Source: an optimization exercise on an open RTL-to-GDS flow (aim: small area and a short achievable clock period). Production flows keep margins and buffers that such runs may drop. In this exercise RTL edits were held to simulation tests only and were not proved equivalent to the original. Power figures rest on the tool's default switching activity, not on a simulated workload.

==> flow/design.v <==
module ram_2port_bist #(
    parameter int DATA_W = 8,
    parameter int ADDR_W = 8,
    parameter int RD_LAT = 1
) (
    input  logic              clk,
    input  logic              rst_n,
    input  logic              start,
    input  logic [1:0]        mode,
    input  logic              err_inj,
    output logic              busy,
    output logic              done,
    output logic              pass,
    output logic [ADDR_W:0]   err_cnt,
    output logic [ADDR_W-1:0] first_err_addr,
    input  logic              wr_en,
    input  logic [ADDR_W-1:0] wr_addr,
    input  logic [DATA_W-1:0] wr_data,
    input  logic [ADDR_W-1:0] rd_addr,
    output logic [DATA_W-1:0] rd_data
);
    localparam int DEPTH = 2 ** ADDR_W;
    typedef enum logic [2:0] {
        S_IDLE,
        S_WRITE,
        S_READ,
        S_FLUSH,
        S_DONE
    } state_t;
    state_t              state;
    state_t              state_nxt;
    logic                busy_q;
    logic                busy_nxt;
    logic [7:0]          addr;
    logic [1:0]          mode_q;
    logic                inj_q;
    logic                accept;
    logic                wren;
    logic                rden;
    logic                addr_last;
    logic                flush_end;
    logic [7:0]          wdata;
    logic [7:0]          exp_now;
    logic [7:0]          mem [DEPTH];
    logic [7:0]          q;
    logic                vld_d;
    logic [7:0]          exp_d;
    logic [7:0]          addr_d;
    logic                mismatch;
    function automatic logic [7:0] pattern(input logic [1:0] m, input logic [7:0] a);
        case (m)
            2'd0:    pattern = a;
            2'd1:    pattern = ~a;
            2'd2:    pattern = a[0] ? 8'haa : 8'h55;
            default: pattern = a[0] ? 8'h00 : 8'hff;
        endcase
    endfunction
    assign addr_last = (addr == 8'hff);
    assign flush_end = (state == S_FLUSH);
    always_comb begin
        state_nxt = state;
        accept    = 1'b0;
        wren      = 1'b0;
        rden      = 1'b0;
        case (state)
            S_IDLE, S_DONE: begin
                if (start) begin
                    accept    = 1'b1;
                    state_nxt = S_WRITE;
                end
            end
            S_WRITE: begin
                wren = 1'b1;
                if (addr_last) begin
                    state_nxt = S_READ;
                end
            end
            S_READ: begin
                rden = 1'b1;
                if (addr_last) begin
                    state_nxt = S_FLUSH;
                end
            end
            S_FLUSH: begin
                state_nxt = S_DONE;
            end
            default: state_nxt = S_IDLE;
        endcase
    end
    assign busy_nxt = (state_nxt == S_WRITE) || (state_nxt == S_READ) || (state_nxt == S_FLUSH);
    assign busy     = busy_q;
    logic [7:0] addr_nxt;
    always_comb begin
        addr_nxt = addr;
        if (accept) begin
            addr_nxt = '0;
        end else if (wren || rden) begin
            addr_nxt = addr + 1'b1;
        end
    end
    logic        idle_q;
    logic [15:0] bhi_n, blo_n;
    logic [15:0] bwlo_n;    
    logic        wren_nxt;
    assign wren_nxt = (state_nxt == S_WRITE);
    always_ff @(posedge clk or negedge rst_n) begin
        if (!rst_n) begin
            state  <= S_IDLE;
            busy_q <= 1'b0;
            idle_q <= 1'b1;
            addr   <= '0;
            mode_q <= '0;
            inj_q  <= 1'b0;
            bhi_n  <= '1;
            blo_n  <= '1;
            bwlo_n <= '1;
        end else begin
            state  <= state_nxt;
            busy_q <= busy_nxt;
            idle_q <= !busy_nxt;
            addr   <= addr_nxt;
            if (accept) begin
                mode_q <= mode;
                inj_q  <= err_inj;
            end
            for (int i = 0; i < 16; i++) begin
                bhi_n[i] <= !(busy_nxt && (addr_nxt[7:4] == 4'(i)));
                blo_n[i] <= !(busy_nxt && (addr_nxt[3:0] == 4'(i)));
                bwlo_n[i] <= !(wren_nxt && (addr_nxt[3:0] == 4'(i)));
            end
        end
    end
    assign exp_now = pattern(mode_q, addr);
    assign wdata   = exp_now ^ {7'b0, inj_q && (addr == 8'h00)};
    logic       mem_we;
    logic [7:0] mem_waddr;
    logic [7:0] mem_wdata;
    assign mem_we    = wr_en || wren;
    assign mem_waddr = wr_en ? wr_addr : addr;
    assign mem_wdata = wr_en ? wr_data : wdata;
    logic [15:0]      whi_n, wlo_n;
    logic [DEPTH-1:0] we;
    logic [3:0]       wp [4];    
    for (genvar k = 0; k < 4; k++) begin : g_wpre
        ram_2port_bist_nor2  u_0 (.a(wr_addr[2*k+1]), .b(wr_addr[2*k]), .y(wp[k][0]));
        ram_2port_bist_andn  u_1 (.a(wr_addr[2*k+1]), .b(wr_addr[2*k]), .y(wp[k][1]));
        ram_2port_bist_andn  u_2 (.a(wr_addr[2*k]), .b(wr_addr[2*k+1]), .y(wp[k][2]));
        ram_2port_bist_and2  u_3 (.a(wr_addr[2*k+1]), .b(wr_addr[2*k]), .y(wp[k][3]));
    end
    for (genvar i = 0; i < 16; i++) begin : g_wdec
        logic hi_p_n, lo_p_n;
        ram_2port_bist_nand2 u_hp (.a(wp[3][i/4]), .b(wp[2][i%4]), .y(hi_p_n));
        ram_2port_bist_nand2 u_lp (.a(wp[1][i/4]), .b(wp[0][i%4]), .y(lo_p_n));
        ram_2port_bist_mux2  u_h  (.s(wr_en), .a(hi_p_n), .b(bhi_n[i]),  .y(whi_n[i]));
        ram_2port_bist_mux2  u_l  (.s(wr_en), .a(lo_p_n), .b(bwlo_n[i]), .y(wlo_n[i]));
    end
    for (genvar w = 0; w < DEPTH; w++) begin : g_we
        ram_2port_bist_nor2 u_we (.a(whi_n[w/16]), .b(wlo_n[w%16]), .y(we[w]));
    end
    always_ff @(posedge clk) begin
        for (int i = 0; i < DEPTH; i++) begin
            if (we[i]) begin
                mem[i] <= mem_wdata;
            end
        end
    end
    logic [15:0]      hi, lo;
    logic [DEPTH-1:0] rsel_n;
    logic [7:0]       rword;
    logic [3:0]       rp [4];    
    for (genvar k = 0; k < 4; k++) begin : g_rpre
        ram_2port_bist_nor2  u_0 (.a(rd_addr[2*k+1]), .b(rd_addr[2*k]), .y(rp[k][0]));
        ram_2port_bist_andn  u_1 (.a(rd_addr[2*k+1]), .b(rd_addr[2*k]), .y(rp[k][1]));
        ram_2port_bist_andn  u_2 (.a(rd_addr[2*k]), .b(rd_addr[2*k+1]), .y(rp[k][2]));
        ram_2port_bist_and2  u_3 (.a(rd_addr[2*k+1]), .b(rd_addr[2*k]), .y(rp[k][3]));
    end
    for (genvar i = 0; i < 16; i++) begin : g_rdec
        logic hi_p_n, lo_p_n;
        ram_2port_bist_nand3 u_hp (.a(idle_q), .b(rp[3][i/4]), .c(rp[2][i%4]), .y(hi_p_n));
        ram_2port_bist_nand3 u_lp (.a(idle_q), .b(rp[1][i/4]), .c(rp[0][i%4]), .y(lo_p_n));
        ram_2port_bist_nand2 u_h  (.a(hi_p_n), .b(bhi_n[i]), .y(hi[i]));
        ram_2port_bist_nand2 u_l  (.a(lo_p_n), .b(blo_n[i]), .y(lo[i]));
    end
    for (genvar w = 0; w < DEPTH; w++) begin : g_rsel
        ram_2port_bist_nand2 u_sel (.a(hi[w/16]), .b(lo[w%16]), .y(rsel_n[w]));
    end
    for (genvar b = 0; b < 8; b++) begin : g_rbit
        logic [DEPTH-1:0] col;
        for (genvar w = 0; w < DEPTH; w++) begin : g_col
            assign col[w] = mem[w][b];
        end
        ram_2port_bist_sel256 u_sel (.sel_n(rsel_n), .d(col), .y(rword[b]));
    end
    always_ff @(posedge clk) begin
        if (mem_we && (mem_waddr == (idle_q ? rd_addr : addr))) begin
            q <= mem_wdata;
        end else begin
            q <= rword;
        end
    end
    assign rd_data = q;
    always_ff @(posedge clk or negedge rst_n) begin
        if (!rst_n) begin
            vld_d  <= 1'b0;
            exp_d  <= '0;
            addr_d <= '0;
        end else begin
            vld_d  <= rden;
            exp_d  <= exp_now;
            addr_d <= addr;
        end
    end
    assign mismatch = vld_d && (q != exp_d);
    always_ff @(posedge clk or negedge rst_n) begin
        if (!rst_n) begin
            err_cnt        <= '0;
            first_err_addr <= '0;
            done           <= 1'b0;
            pass           <= 1'b0;
        end else begin
            if (accept) begin
                err_cnt        <= '0;
                first_err_addr <= '0;
            end else if (mismatch) begin
                err_cnt <= err_cnt + 1'b1;
                if (err_cnt == '0) begin
                    first_err_addr <= addr_d;
                end
            end
            done <= flush_end;
            if (flush_end) begin
                pass <= (err_cnt == '0) && !mismatch;
            end
        end
    end
endmodule
module ram_2port_bist_sel256 (
    input  logic [255:0] sel_n,
    input  logic [255:0] d,
    output logic         y
);
    logic [127:0] l1;     
    logic [63:0]  l2_n;   
    logic [15:0]  l3;     
    logic [7:0]   l4_n;   
    logic [3:0]   l5;     
    logic [1:0]   l6_n;   
    for (genvar k = 0; k < 128; k++) begin : g_l1
        ram_2port_bist_o22ai u (
            .a1(sel_n[2*k]),   .a2(d[2*k]),
            .b1(sel_n[2*k+1]), .b2(d[2*k+1]),
            .y(l1[k]));
    end
    for (genvar k = 0; k < 64; k++) begin : g_l2
        ram_2port_bist_nor2 u (.a(l1[2*k]), .b(l1[2*k+1]), .y(l2_n[k]));
    end
    for (genvar k = 0; k < 16; k++) begin : g_l3
        ram_2port_bist_nand4 u (.a(l2_n[4*k]), .b(l2_n[4*k+1]), .c(l2_n[4*k+2]), .d(l2_n[4*k+3]), .y(l3[k]));
    end
    for (genvar k = 0; k < 8; k++) begin : g_l4
        ram_2port_bist_nor2 u (.a(l3[2*k]), .b(l3[2*k+1]), .y(l4_n[k]));
    end
    for (genvar k = 0; k < 4; k++) begin : g_l5
        ram_2port_bist_nand2 u (.a(l4_n[2*k]), .b(l4_n[2*k+1]), .y(l5[k]));
    end
    for (genvar k = 0; k < 2; k++) begin : g_l6
        ram_2port_bist_nor2 u (.a(l5[2*k]), .b(l5[2*k+1]), .y(l6_n[k]));
    end
    assign y = l6_n[0] && l6_n[1];
endmodule
module ram_2port_bist_o22ai (
    input  logic a1, a2, b1, b2,
    output logic y
);
    assign y = !((a1 || a2) && (b1 || b2));
endmodule
module ram_2port_bist_nand2 (
    input  logic a, b,
    output logic y
);
    assign y = !(a && b);
endmodule
module ram_2port_bist_nand3 (
    input  logic a, b, c,
    output logic y
);
    assign y = !(a && b && c);
endmodule
module ram_2port_bist_and2 (
    input  logic a, b,
    output logic y
);
    assign y = a && b;
endmodule
module ram_2port_bist_mux2 (
    input  logic s, a, b,
    output logic y
);
    assign y = s ? a : b;
endmodule
module ram_2port_bist_andn (
    input  logic a, b,
    output logic y
);
    assign y = !a && b;
endmodule
module ram_2port_bist_nand4 (
    input  logic a, b, c, d,
    output logic y
);
    assign y = !(a && b && c && d);
endmodule
module ram_2port_bist_nor2 (
    input  logic a, b,
    output logic y
);
    assign y = !(a || b);
endmodule
==> flow/config.mk <==
export PLATFORM = sky130hd
export DESIGN_NAME = ram_2port_bist
export DESIGN_NICKNAME = ram_2port_bist
export VERILOG_FILES = /design/flow/design.v
export SDC_FILE = /design/flow/constraint.sdc
export NUM_CORES = 4
export LEC_CHECK = 0
export CAP_MARGIN = 20
export CORE_MARGIN = 2
export CORE_UTILIZATION = 40
export CTS_BUF_LIST = sky130_fd_sc_hd__clkbuf_8
export CTS_CLUSTER_DIAMETER = 50
export CTS_CLUSTER_SIZE = 12
export SETUP_SLACK_MARGIN = 3.6
export SLEW_MARGIN = 20
export SYNTH_HIERARCHICAL = 1
export SYNTH_MINIMUM_KEEP_SIZE = 0
==> flow/constraint.sdc <==
create_clock -name core_clock -period 6.5 [get_ports {clk}]
set_input_delay 1.3000 -clock core_clock [delete_from_list [all_inputs] [get_ports {clk}]]
set_output_delay 1.3000 -clock core_clock [all_outputs]
set_load 0.01 [all_outputs]
standard.sh (not shown) runs the stock make flow with config.mk's settings and CLKGATE_MAP_FILE= SYNTH_SCRIPT=/design/flow/synth_recipe.tcl, a recipe that flattens the netlist after the stock synthesis.
==> flow/flow/run.sh <==
#!/bin/bash
# The standard layout, except that the port buffers are made from a plain
# buffer cell (buf_4) rather than the cell buffer_ports picks on its own,
# and clock tree synthesis adds no dummy loads. make's full output goes to
# flow.log here; each ORFS step also keeps its own log under orfs/logs/.
set -euo pipefail
export BUFFER_PORTS_ARGS="-buffer_cell sky130_fd_sc_hd__buf_4"
export CTS_ARGS="-sink_clustering_enable -repair_clock_nets -sink_clustering_size 12 -sink_clustering_max_diameter 50 -buf_list sky130_fd_sc_hd__clkbuf_8 -dont_use_dummy_load"
bash standard.sh finish > flow.log 2>&1
The baseline completed with no timing, DRC or antenna violations.
==> next run, changes <==
--- a/flow/design.v
+++ b/flow/design.v
@@ -147,14 +147,14 @@
         ram_2port_bist_andn  u_2 (.a(wr_addr[2*k]), .b(wr_addr[2*k+1]), .y(wp[k][2]));
         ram_2port_bist_and2  u_3 (.a(wr_addr[2*k+1]), .b(wr_addr[2*k]), .y(wp[k][3]));
     end
     for (genvar i = 0; i < 16; i++) begin : g_wdec
         logic hi_p_n, lo_p_n;
-        ram_2port_bist_nand2 u_hp (.a(wp[3][i/4]), .b(wp[2][i%4]), .y(hi_p_n));
-        ram_2port_bist_nand2 u_lp (.a(wp[1][i/4]), .b(wp[0][i%4]), .y(lo_p_n));
-        ram_2port_bist_mux2  u_h  (.s(wr_en), .a(hi_p_n), .b(bhi_n[i]),  .y(whi_n[i]));
-        ram_2port_bist_mux2  u_l  (.s(wr_en), .a(lo_p_n), .b(bwlo_n[i]), .y(wlo_n[i]));
+        ram_2port_bist_nand3 u_hp (.a(wr_en), .b(wp[3][i/4]), .c(wp[2][i%4]), .y(hi_p_n));
+        ram_2port_bist_nand3 u_lp (.a(wr_en), .b(wp[1][i/4]), .c(wp[0][i%4]), .y(lo_p_n));
+        ram_2port_bist_o21a  u_h  (.a1(wr_en), .a2(bhi_n[i]),  .b1(hi_p_n), .y(whi_n[i]));
+        ram_2port_bist_o21a  u_l  (.a1(wr_en), .a2(bwlo_n[i]), .b1(lo_p_n), .y(wlo_n[i]));
     end
     for (genvar w = 0; w < DEPTH; w++) begin : g_we
         ram_2port_bist_nor2 u_we (.a(whi_n[w/16]), .b(wlo_n[w%16]), .y(we[w]));
     end
     always_ff @(posedge clk) begin
@@ -290,15 +290,15 @@
     input  logic a, b,
     output logic y
 );
     assign y = a && b;
 endmodule
-module ram_2port_bist_mux2 (
-    input  logic s, a, b,
+module ram_2port_bist_o21a (
+    input  logic a1, a2, b1,
     output logic y
 );
-    assign y = s ? a : b;
+    assign y = (a1 || a2) && b1;
 endmodule
 module ram_2port_bist_andn (
     input  logic a, b,
     output logic y
 );
After rerunning: Die area barely changes. Synthesized cell count is unchanged. Routed wire length rose slightly. Final cell count stays flat. Combinational power came out higher by a little under a tenth. Design area goes up slightly. Global-route usage hardly moves. Non-clock buffer count goes up by 22. Register-to-register slack improves by 120 ps. Clock power is higher slightly.

-- static timing again, ports no longer ideal --
The results above use ideal ports. As a check the final layouts listed here were re-extracted and re-timed, cells and wires unchanged. Step 1 (the two cells are an assumption about what drives the block):
set clk [get_ports {clk}]
set_driving_cell -lib_cell sky130_fd_sc_hd__clkbuf_16 $clk
set_driving_cell -lib_cell sky130_fd_sc_hd__buf_2 [delete_from_list [all_inputs] $clk]
Step 2 also shifts input and output timing later by t, the mid clock arrival at the registers, as if the neighbouring blocks saw the same clock. a / b / c = no drivers / after step 1 / after step 2; a / b = the first two.
run	t (ns)	setup slack, ns	clock arrival spread, ns
the first run	1.022	3.380 / 3.358 / 2.336	0.151 / 0.150
the second run	1.014	3.484 / 3.512 / 2.509	0.150 / 0.150
After both steps setup and hold are still met in every run listed. For the first run, which loses most, drivers alone change the setup slack by -0.022 ns; drivers and shift together by -1.044 ns.
